Context: an optimization exercise on an open-source flow, tuned for small area. The choices shown serve that exercise and are no tape-out recipe. Function was checked by simulation only, so behaviour that the tests miss may differ from the original.

==> flow/design.v <==
`default_nettype none
package consolePkg;
    typedef logic [7:0] CharCode_t;
    typedef logic [7:0] GlyphLine_t;
    typedef logic [2:0] LineIndex_t;
    typedef logic [2:0] RowIndex_t;
    typedef logic [3:0] ColIndex_t;
    typedef logic [6:0] CellAddress_t;
    typedef enum logic [2:0] {
        ground,
        escape,
        csi,
        csiTwo,
        clearing
    } ParserState_t;
    function automatic [6:0] cellAddress(input [2:0] row, input [3:0] col,
                                         input integer rows, input integer columns);
        reg [31:0] flat;
        begin
            flat = ({29'd0, row} % rows) * columns + ({28'd0, col} % columns);
            cellAddress = flat[6:0];
        end
    endfunction
endpackage
`default_nettype wire
`default_nettype none
package uartPkg;
    typedef logic [7:0] UartByte_t;
    typedef logic [3:0] BitCount_t;
    typedef logic [15:0] SampleCount_t;
    typedef enum logic [1:0] {
        idle,
        start,
        data,
        stop
    } RxState_t;
endpackage
`default_nettype wire
`timescale 1ns/1ps
`default_nettype none
module virtualConsole
(
    input  wire        clk,
    input  wire        reset,
    input  wire        uartRx,
    input  wire        readReq,
    input  wire  [2:0] readRow,
    input  wire  [3:0] readCol,
    input  wire  [2:0] readLine,
    output logic       readAck,
    output logic [7:0] glyphBits
);
    localparam logic [1:0] Ground = 2'd0;
    localparam logic [1:0] Escape = 2'd1;
    localparam logic [1:0] Csi    = 2'd2;
    localparam logic [1:0] CsiTwo = 2'd3;
    logic [7:0] frameCount;
    logic [7:0] shiftReg;
    logic       stopBit;
    logic       lastStop;
    assign stopBit  = frameCount[7] & frameCount[4];
    assign lastStop = stopBit & (frameCount[3:0] == 4'hF);
    always_ff @(posedge clk) begin
        if (reset) begin
            frameCount <= '0;
        end else if (frameCount == 8'd0) begin
            if (!uartRx) frameCount <= 8'd1;
        end else if ((frameCount == 8'd8 && uartRx) || lastStop) begin
            frameCount <= '0;
        end else begin
            frameCount <= frameCount + 8'd1;
        end
    end
    always_ff @(posedge clk) begin
        if (frameCount[3:0] == 4'd8 && !stopBit) begin
            shiftReg <= {uartRx, shiftReg[7:1]};
        end
    end
    logic [1:0] parserState;
    logic [2:0] cursorRow;
    logic [3:0] cursorCol;
    logic       byteOk;
    logic       printable;
    assign byteOk    = stopBit & uartRx;
    assign printable = !shiftReg[7] && (shiftReg[6:5] != 2'b00) && (shiftReg[6:0] != 7'h7F);
    always_ff @(posedge clk) begin
        if (reset) begin
            parserState <= Ground;
            cursorRow   <= '0;
            cursorCol   <= '0;
        end else if (lastStop && uartRx) begin
            case (parserState)
                Ground: begin
                    if (printable) begin
                        cursorCol <= cursorCol + 4'd1;
                        if (cursorCol == 4'hF) cursorRow <= cursorRow + 3'd1;
                    end else begin
                        case (shiftReg)
                            8'h0D: cursorCol <= '0;
                            8'h0A: cursorRow <= cursorRow + 3'd1;
                            8'h08: if (cursorCol != 4'd0) cursorCol <= cursorCol - 4'd1;
                            8'h1B: parserState <= Escape;
                            default: ;
                        endcase
                    end
                end
                Escape: parserState <= (shiftReg == 8'h5B) ? Csi : Ground;
                Csi: begin
                    parserState <= Ground;
                    if (shiftReg == 8'h48) begin
                        cursorRow <= '0;
                        cursorCol <= '0;
                    end else if (shiftReg == 8'h32) begin
                        parserState <= CsiTwo;
                    end
                end
                default: begin
                    parserState <= Ground;
                    if (shiftReg == 8'h4A) begin
                        cursorRow <= '0;
                        cursorCol <= '0;
                    end
                end
            endcase
        end
    end
    logic [3:0] phase;
    logic       resetClear;
    logic       clearAll;
    logic       writeChar;
    logic [6:0] writeData;
    logic [6:0] headCell [8];
    always_ff @(posedge clk) begin
        if (reset) begin
            phase      <= '0;
            resetClear <= 1'b1;
        end else begin
            phase <= phase + 4'd1;
            if (phase == 4'hF) resetClear <= 1'b0;
        end
    end
    assign clearAll  = resetClear || (byteOk && parserState == CsiTwo && shiftReg == 8'h4A);
    assign writeChar = byteOk && parserState == Ground && printable && phase == cursorCol;
    assign writeData = clearAll ? 7'h20 : shiftReg[6:0];
    for (genvar r = 0; r < 8; r++) begin : row
        logic [111:0] ring;
        logic         rowWrite;
        assign rowWrite   = clearAll || (writeChar && cursorRow == 3'(r));
        assign headCell[r] = ring[6:0];
        always_ff @(posedge clk) begin
            ring <= {rowWrite ? writeData : ring[6:0], ring[111:7]};
        end
    end
    logic       capture;
    logic [6:0] readChar;
    logic [7:0] glyph;
    assign capture  = readReq && !readAck && phase == readCol;
    assign readChar = headCell[readRow];
    logic [7:0] rot0;
    logic [7:0] rot1;
    assign rot0  = readLine[0] ? {readChar, 1'b0} : {1'b0, readChar};
    assign rot1  = readLine[1] ? {rot0[5:0], rot0[7:6]} : rot0;
    assign glyph = readLine[2] ? {rot1[3:0], rot1[7:4]} : rot1;
    always_ff @(posedge clk) begin
        if (reset) begin
            readAck <= 1'b0;
        end else if (capture) begin
            readAck <= 1'b1;
        end else if (!readReq) begin
            readAck <= 1'b0;
        end
    end
    always_ff @(posedge clk) begin
        if (capture) begin
            glyphBits <= glyph ^ {8{readRow == cursorRow && phase == cursorCol}};
        end
    end
endmodule
`default_nettype wire
clock: 5.0 ns
lec_check: 0
cap_margin: 20
core_margin: 2
core_utilization: 70
place_density: 0.8
slew_margin: 20
standard.sh (not shown) runs the stock make flow with config.mk's settings and CLKGATE_MAP_FILE= SYNTH_SCRIPT=/design/flow/synth_recipe.tcl, a recipe that flattens the netlist after the stock synthesis.
==> flow/flow/run.sh <==
#!/bin/bash
# Own layout flow: the standard ORFS flow (standard.sh), with
#  - the standard synthesis script, except that ABC maps the combinational
#    logic with an area-oriented script (flow/area.abc); registers are mapped
#    before ABC runs, so they keep the standard synthesis's names and cells
#  - port buffers of the smallest buffer cell
#  - clock tree options from flow/cts_args.txt
# Each tool's full output stays in orfs/logs/ and in the *.log files here.
set -euo pipefail
here=$(pwd)
# synthesis script: synth_recipe.tcl, sourcing a copy of ORFS's synth.tcl whose
# ABC call runs flow/area.abc instead of the speed script
sed 's|log_cmd abc {\*}\$abc_args|log_cmd abc -script $::env(AREA_ABC_SCRIPT) {*}[lrange $abc_args 2 end]|' \
  "$FLOW_HOME/scripts/synth.tcl" > "$here/synth_area.tcl"
grep -q 'AREA_ABC_SCRIPT' "$here/synth_area.tcl"
sed "s|source \$::env(SCRIPTS_DIR)/synth.tcl|source $here/synth_area.tcl|" \
  "$here/synth_recipe.tcl" > "$here/own_synth.tcl"
grep -q "synth_area.tcl" "$here/own_synth.tcl"
export AREA_ABC_SCRIPT="$here/flow/area.abc"
bash standard.sh \
  SYNTH_SCRIPT="$here/own_synth.tcl" \
  BUFFER_PORTS_ARGS="-buffer_cell sky130_fd_sc_hd__buf_1" \
  CTS_ARGS="$(cat "$here/flow/cts_args.txt")" \
  finish > "$here/standard.log" 2>&1
==> flow/flow/area.abc <==
strash
ifraig
scorr
dc2
strash
dch -f
map -a
strash
dch -f
map -a
topo
==> flow/flow/cts_args.txt <==
-sink_clustering_enable -repair_clock_nets -sink_clustering_size 20 -sink_clustering_max_diameter 60 -buf_list sky130_fd_sc_hd__clkbuf_8 -dont_use_dummy_load
Change:
--- a/flow/design.v
+++ b/flow/design.v
@@ -169,11 +169,11 @@
         end else if (!readReq) begin
             readAck <= 1'b0;
         end
     end
     always_ff @(posedge clk) begin
         if (capture) begin
-            glyphBits <= glyph ^ {8{readRow == cursorRow && phase == cursorCol}};
+            glyphBits <= glyph ^ {8{readRow == cursorRow && readCol == cursorCol}};
         end
     end
 endmodule
 `default_nettype wire
Result: Global-route usage climbs by 1.3 points; non-clock buffer count climbs by 2; first-iteration DRC count goes down by 38%; routed wire length went up by 5.7%; cell area barely changes; worst setup slack degrades by 33 ps; hold slack stays flat; critical path depth stays the same; register-to-register slack got worse by 340 ps.

==> re-timing with driven ports <==
The results above use ideal ports. As a check the final layouts listed here were re-extracted and re-timed, cells and wires unchanged. Step 1 sets driving cells, clkbuf_16 on the clock port and buf_2 on the other inputs (assumed; they add their load-dependent delay and slew). Step 2 times the ports against the registers' clock, not the clock port: input delays grow and output delays shrink by t, the midpoint of the rising clock arrivals with the driver on. Slacks: no drivers / after step 1 / after step 2; pairs: no drivers / after step 1.
| run | t (ns) | setup slack, ns | worst setup path at the end | worst data-port slew with drivers (ns) |
|---|---|---|---|---|
| the first run | 0.619 | 1.696 / 1.716 / 1.097 | input to register | 0.04 |
| the second run | 0.630 | 1.663 / 1.669 / 1.039 | input to register | 0.06 |
After both steps setup and hold are still met in every run listed. For the second run, which loses most, drivers alone change the setup slack by +0.006 ns; drivers and shift together by -0.624 ns.
